Context: an optimization exercise on an open-source flow, tuned for small area, a short achievable clock period and few clock cycles per item. The choices shown serve that exercise and are no tape-out recipe.
The RTL was checked by simulation tests, not by an equivalence proof against the original design.
Power figures rest on the tool's default switching activity, not on a simulated workload.

[flow/run.sh]
#!/bin/bash
# synth_recipe.tcl (not shown) runs the flow's synth.tcl, then flattens the netlist and writes it again
# the make line also repeats each setting of config.mk as NAME=value (left out here)
make -C /OpenROAD-flow-scripts/flow DESIGN_CONFIG=/design/flow/config.mk WORK_HOME=/design/flow/orfs CLKGATE_MAP_FILE= SYNTH_SCRIPT=/design/flow/synth_recipe.tcl finish
[flow/config.mk]
export PLATFORM = sky130hd
export DESIGN_NAME = unary_row_top
export DESIGN_NICKNAME = unary_row_top
export VERILOG_FILES = /design/flow/design.v
export SDC_FILE = /design/flow/constraint.sdc
export NUM_CORES = 4
export LEC_CHECK = 0
export CAP_MARGIN = 20
export CORE_MARGIN = 2
export CORE_UTILIZATION = 40
export SLEW_MARGIN = 20
[flow/constraint.sdc]
create_clock -name core_clock -period 5.0 [get_ports {clk}]
set_input_delay 1.0000 -clock core_clock [delete_from_list [all_inputs] [get_ports {clk}]]
set_output_delay 1.0000 -clock core_clock [all_outputs]
set_load 0.01 [all_outputs]
[flow/design.v]
`default_nettype none
package unary_data_pkg;
    typedef logic signed [8-1:0] ifm_t;     
    typedef logic        [8-2:0] mag_t;     
    typedef logic signed [24-1:0] psum_t;
    typedef logic        [8-2:0] win_cnt_t;  
    localparam int unsigned WIN_LEN = 2 ** (8 - 1);
endpackage
`default_nettype wire
`default_nettype none
module unary_row_top
(
    input  wire logic                    clk,
    input  wire logic                    rst_n_i,
    input  wire logic                    start_i,
    input  wire unary_data_pkg::ifm_t                    ifm_i,
    input  wire logic                    wght_load_i,
    input  wire logic                    wght_sign_i,
    input  wire unary_data_pkg::mag_t                    wght_abs_i,
    input  wire logic                    wght_clr_i,
    input  wire unary_data_pkg::psum_t [4-1:0] bias_i,
    output logic                         busy_o,
    output unary_data_pkg::psum_t [4-1:0]      result_o,
    output logic                         result_valid_o
);
    logic                                     valid_q;
    logic                                     go;
    logic [4-1:0]                   wght_sign_q;
    unary_data_pkg::mag_t [4-1:0]   wght_abs_q;
    logic                                     ifm_sign;
    unary_data_pkg::mag_t                     ifm_mag;
    function automatic logic [6:0] win_count(input logic [6:0] a, input logic [6:0] w);
        logic [6:0] r;
        logic [6:0] hit;
        logic [6:0] sum;
        logic       gt;
        for (int k = 0; k < 7; k++) r[k] = w[6-k];
        gt = 1'b0;
        for (int k = 0; k < 7; k++) begin
            hit[k] = r[k] & (a[k] | gt);
            gt     = (a[k] & ~r[k]) | (~(a[k] ^ r[k]) & gt);
        end
        sum = '0;
        for (int k = 0; k < 7; k++) sum = sum + ({7{r[k]}} & (a >> (k + 1))) + 7'(hit[k]);
        win_count = sum;
    endfunction
    assign go = start_i && !valid_q;   
    always_ff @(posedge clk or negedge rst_n_i) begin
        if (!rst_n_i) valid_q <= 1'b0;
        else          valid_q <= go;
    end
    assign busy_o         = valid_q;
    assign result_valid_o = valid_q;
    always_ff @(posedge clk or negedge rst_n_i) begin
        if (!rst_n_i) begin
            wght_sign_q <= '0;
            wght_abs_q  <= '0;
        end else if (wght_clr_i) begin
            wght_sign_q <= '0;
            wght_abs_q  <= '0;
        end else if (wght_load_i) begin
            wght_sign_q <= {wght_sign_q[4-2:0], wght_sign_i};
            wght_abs_q  <= {wght_abs_q[4-2:0], wght_abs_i};
        end
    end
    assign ifm_sign = ifm_i[8-1];
    assign ifm_mag  = ifm_sign ? unary_data_pkg::mag_t'(-ifm_i) : unary_data_pkg::mag_t'(ifm_i);
    always_ff @(posedge clk or negedge rst_n_i) begin
        if (!rst_n_i) begin
            result_o <= '0;
        end else if (go) begin
            for (int c = 0; c < 4; c++) begin
                logic [6:0] cnt;
                logic       neg;
                cnt = win_count(ifm_mag, wght_abs_q[c]);
                neg = ifm_sign ^ wght_sign_q[c];
                result_o[c] <= bias_i[c] + {{(24-7){neg}}, cnt ^ {7{neg}}} + unary_data_pkg::psum_t'(neg);
            end
        end
    end
endmodule
`default_nettype wire
==> run summary <==
[repair_timing]
item                       CTS  global route
setup buffers               58            30
gates resized for setup    155           137
setup endpoints to repair   96            96
pin swaps                  118           144
cloned                       0             0
hold endpoints to repair     0             0
[worst paths after layout]
kind                                            from                    endpoint  cells after the start
setup / recovery                            ifm_i[1]    result_o[22]$_DFFE_PN0P_                     36
hold / removal              result_o[12]$_DFFE_PN0P_    result_o[12]$_DFFE_PN0P_                      2
setup reg to reg           wght_abs_q[5]$_DFFE_PN0P_    result_o[22]$_DFFE_PN0P_                     30
hold reg to reg             result_o[12]$_DFFE_PN0P_    result_o[12]$_DFFE_PN0P_                      2
max in group asynchronous                    rst_n_i  wght_abs_q[22]$_DFFE_PN0P_                      2
min in group asynchronous                    rst_n_i    result_o[80]$_DFFE_PN0P_                      1
[routing by layer]
layer  share of wire  track usage  routed length (um)  vias to the layer above
met2            0.49        0.376               19500                      267
li1                -            -                   -                     6277
met3           0.035       0.0250                1380                       44
met5               0            0                   0                        -
met1            0.46        0.298               18500                     6084
met4           0.015       0.0586                 607                        0
[layout make-up]
| type | count | area [um2] | area share |
|---|---|---|---|
| well taps | 448 | 561 | 0.0278 |
| clock inverters | 14 | 165 | 0.00818 |
| repair buffers | 448 | 4140 | 0.205 |
| clock buffers | 17 | 425 | 0.0211 |
| flip-flops and latches | 129 | 3230 | 0.160 |
| inverters | 134 | 526 | 0.0260 |
| diodes | 1 | 2.50 | 0.000124 |
| multi-input cells | 1260 | 11100 | 0.552 |
[worst max-delay path: cells and delay by family]
kind,cells,cell delay [ns]
adders and majority gates,9,3.35
AOI/OAI and AO/OA,12,1.69
buffers and inverters,9,0.83
and+or+nand+nor,4,0.62
xor gates and xnor gates,2,0.30
[flip-flops by register name (all words and copies together), names as in the netlist]
signal	flops
result_o	96
wght_abs_q	28
wght_sign_q	4
valid_q	1
[Yosys cell counts (4+ instances only)]
| cell type | number |
|---|---|
| nor2_1 | 72 |
| ha_1 | 177 |
| xnor2_1 | 91 |
| nand4_1 | 15 |
| inv_1 | 133 |
| nor2b_1 | 19 |
| or4_1 | 4 |
| dfrtp_1 | 129 |
| mux2i_1 | 34 |
| o21ai_1 | 66 |
| o21a_1 | 9 |
| o21ai_0 | 103 |
| nand2b_1 | 20 |
| o211ai_1 | 9 |
| o31ai_1 | 7 |
| nand3_1 | 13 |
| nor3_1 | 10 |
| buf_1 | 5 |
| clkbuf_1 | 56 |
| and3_1 | 7 |
| a31oi_1 | 18 |
| a21oi_1 | 77 |
| nand2_1 | 221 |
| xor2_1 | 48 |
| a21o_1 | 57 |
| a41oi_1 | 6 |
| a211oi_1 | 16 |
| fa_1 | 64 |
| and2_1 | 27 |
| o21bai_1 | 13 |
[where the power goes]
part / internal [mW] / switching [mW] / total, mW / leakage (nW)
clock network: 0.777 / 0.509 / 1.29 / 0.277
logic: 1.63 / 1.47 / 3.10 / 7.52
registers: 1.27 / 0.140 / 1.41 / 1.63
[kinds of logic (layout without fill, tap and decap cells)]
kind of cell             Yosys count  after routing  share of synthesized area
flip-flops                       129            129                      0.237
adder cells (fa/ha/maj)          241            241                      0.256
buffers and inverters            198            613                     0.0551
other                              0              1                          0
XOR/XNOR                         143            143                     0.0965
AO/OA/AOI/OAI                    417            417                      0.188
multiplexers                      37             37                     0.0274
AND/OR/NAND/NOR                  422            422                      0.140
[metrics by stage]
| step | power, mW | hold WS, ns | std cells | area (um2) | util |
|---|---|---|---|---|---|
| floorplan | 2.86 | 0.478 | 1587 | 14000 | - |
| global placement | 4.01 | 0.457 | 2361 | 17800 | 0.531 |
| detailed placement | 4.04 | 0.465 | 2361 | 17800 | 0.531 |
| CTS | 5.64 | 0.479 | 2444 | 19500 | 0.582 |
| global route | 6.16 | 0.493 | 2451 | 20200 | 0.602 |
| finish | 5.80 | 0.472 | 2451 | 20200 | 0.602 |
==> metrics.cfg <==
[die]
rows = 67
die_area_um2 = 35600
start_util = 0.407
ios = 215
core_area_um2 = 33500
die_y_um = 189
die_w_um = 189

[critical_path]
worst-endpoint-required_ns = 5.30
r2r_setup_slack_ns = -1.71
max_stage_delay_ns = 0.49
cp-end-kind = register
cp_data_arrival_time_ns = 7.81
slowest_stage = fa_1
cpMostUsedCell = a21o_1
start_kind = input port
crit_fanout = 5
path_class = input port to register

[logic_synthesis]
syn_area_per_cell_um2 = 8.59
netlist_top_cells_area = dfrtp_1 (24%), ha_1 (16%), fa_1 (9.4%)
synth.distinct_cells = 68
async_flop_share = 1.00
synth_top_area_frac = 0.237
syn_area_um2 = 13600
ys_ff_latch = 129
syn_nets = 1945
netlist_instances = 1587
ys_warn_count = 1
synth_top_area_cell = dfrtp_1
yosysSeqAreaShare = 0.237
synth_edf_count = 0
synth_ff_type = dfrtp_1

[clock_tree]
cts_root_buf = clkbuf_16
cts_buffers = 17
cts_tree = built
cts_hold_buf = 0
clock_path_buffers = 2
clock-sinks = 129
clkSlewWorstSetupHoldPaths_ns = 0.06
clock_latency_ns = 0.45
htree_levels = 4

[timing]
drv_slew = 0
fin_ws_ns = -2.51
finalCritPeriodShare = 1.50
finalSetupViolations = 96
hold_viol = 0
tightest_slew_ns = 0.990
rsz0062_at_grt = yes
tns_ns = -197.69
relSlewSlack = 0.340
fin_worst_skew_ns = 0.00947
min_period_ns = 7.51
clock.fmax_mhz = 133

[outcome]
violations = setup timing
status = finished with violations

[routing]
drt_wl_total_um = 39900
post-route-drc-count = 0
first_pass_iters = 5
viasPerCell = 5.17
dr.first_iter.drc_count = 513
ant_nets = 0
wire_per_inst_um = 16.3
vias = 12672

[place]
detailed_place_hpwl_um = 30200
numPortBuffers = 214
preCtsSetupSlack_ns = -3.57
place_congestion = 0.902

[global_route]
grt_pass1_vias = 12742
grtUsageTotal = 0.221
grt_start_max_net_pins = 76
antenna_found_initial = 1
grt_overflow_total = 0
grt_pass1_wl_um = 63700

[pwr]
max-vdd-ir-drop_mv = 0.272
powerDensity_nw_per_um2 = 287
p_leak_nw = 9.43

[worst_hold_path]
min_path_type = register to register

[layout]
final_cell_mix = nand2_1 (212), clkdlybuf4s50_1 (206), buf_4 (178)
final_common_cell = nand2_1
synthToLayoutAreaGrowth_pct = 48.0
final_layout_size_suffix_gt1_frac = 0.245
fin_nets = 2348
fill_cells = 2891

[job]
maxCapViolations = 0

Testbench counts, summed over its fixed seeds: cycles 2,304, items 1,024.

port drivers added, routing unchanged:
No port has a modelled driver above. Below, the same layout with a new extraction and two added sets of constraints. Step 1 assumes that a clkbuf_16 drives the clock port and a buf_2 every other input. Step 2 also shifts input and output timing later by t, the mid clock arrival at the registers, as if the neighbouring blocks saw the same clock. Slacks: ideal ports / drivers / drivers and shift; pairs: ideal ports / drivers.
t, ns: 0.486
slack for setup (ns): -2.509 / -2.517 / -3.004
worst setup path after step 2: input to register
worst slew at a driven data input, ns: 0.08
cell pins on the clock port's net: 1
For this run, drivers alone change the setup slack by -0.008 ns; drivers and shift together by -0.495 ns.
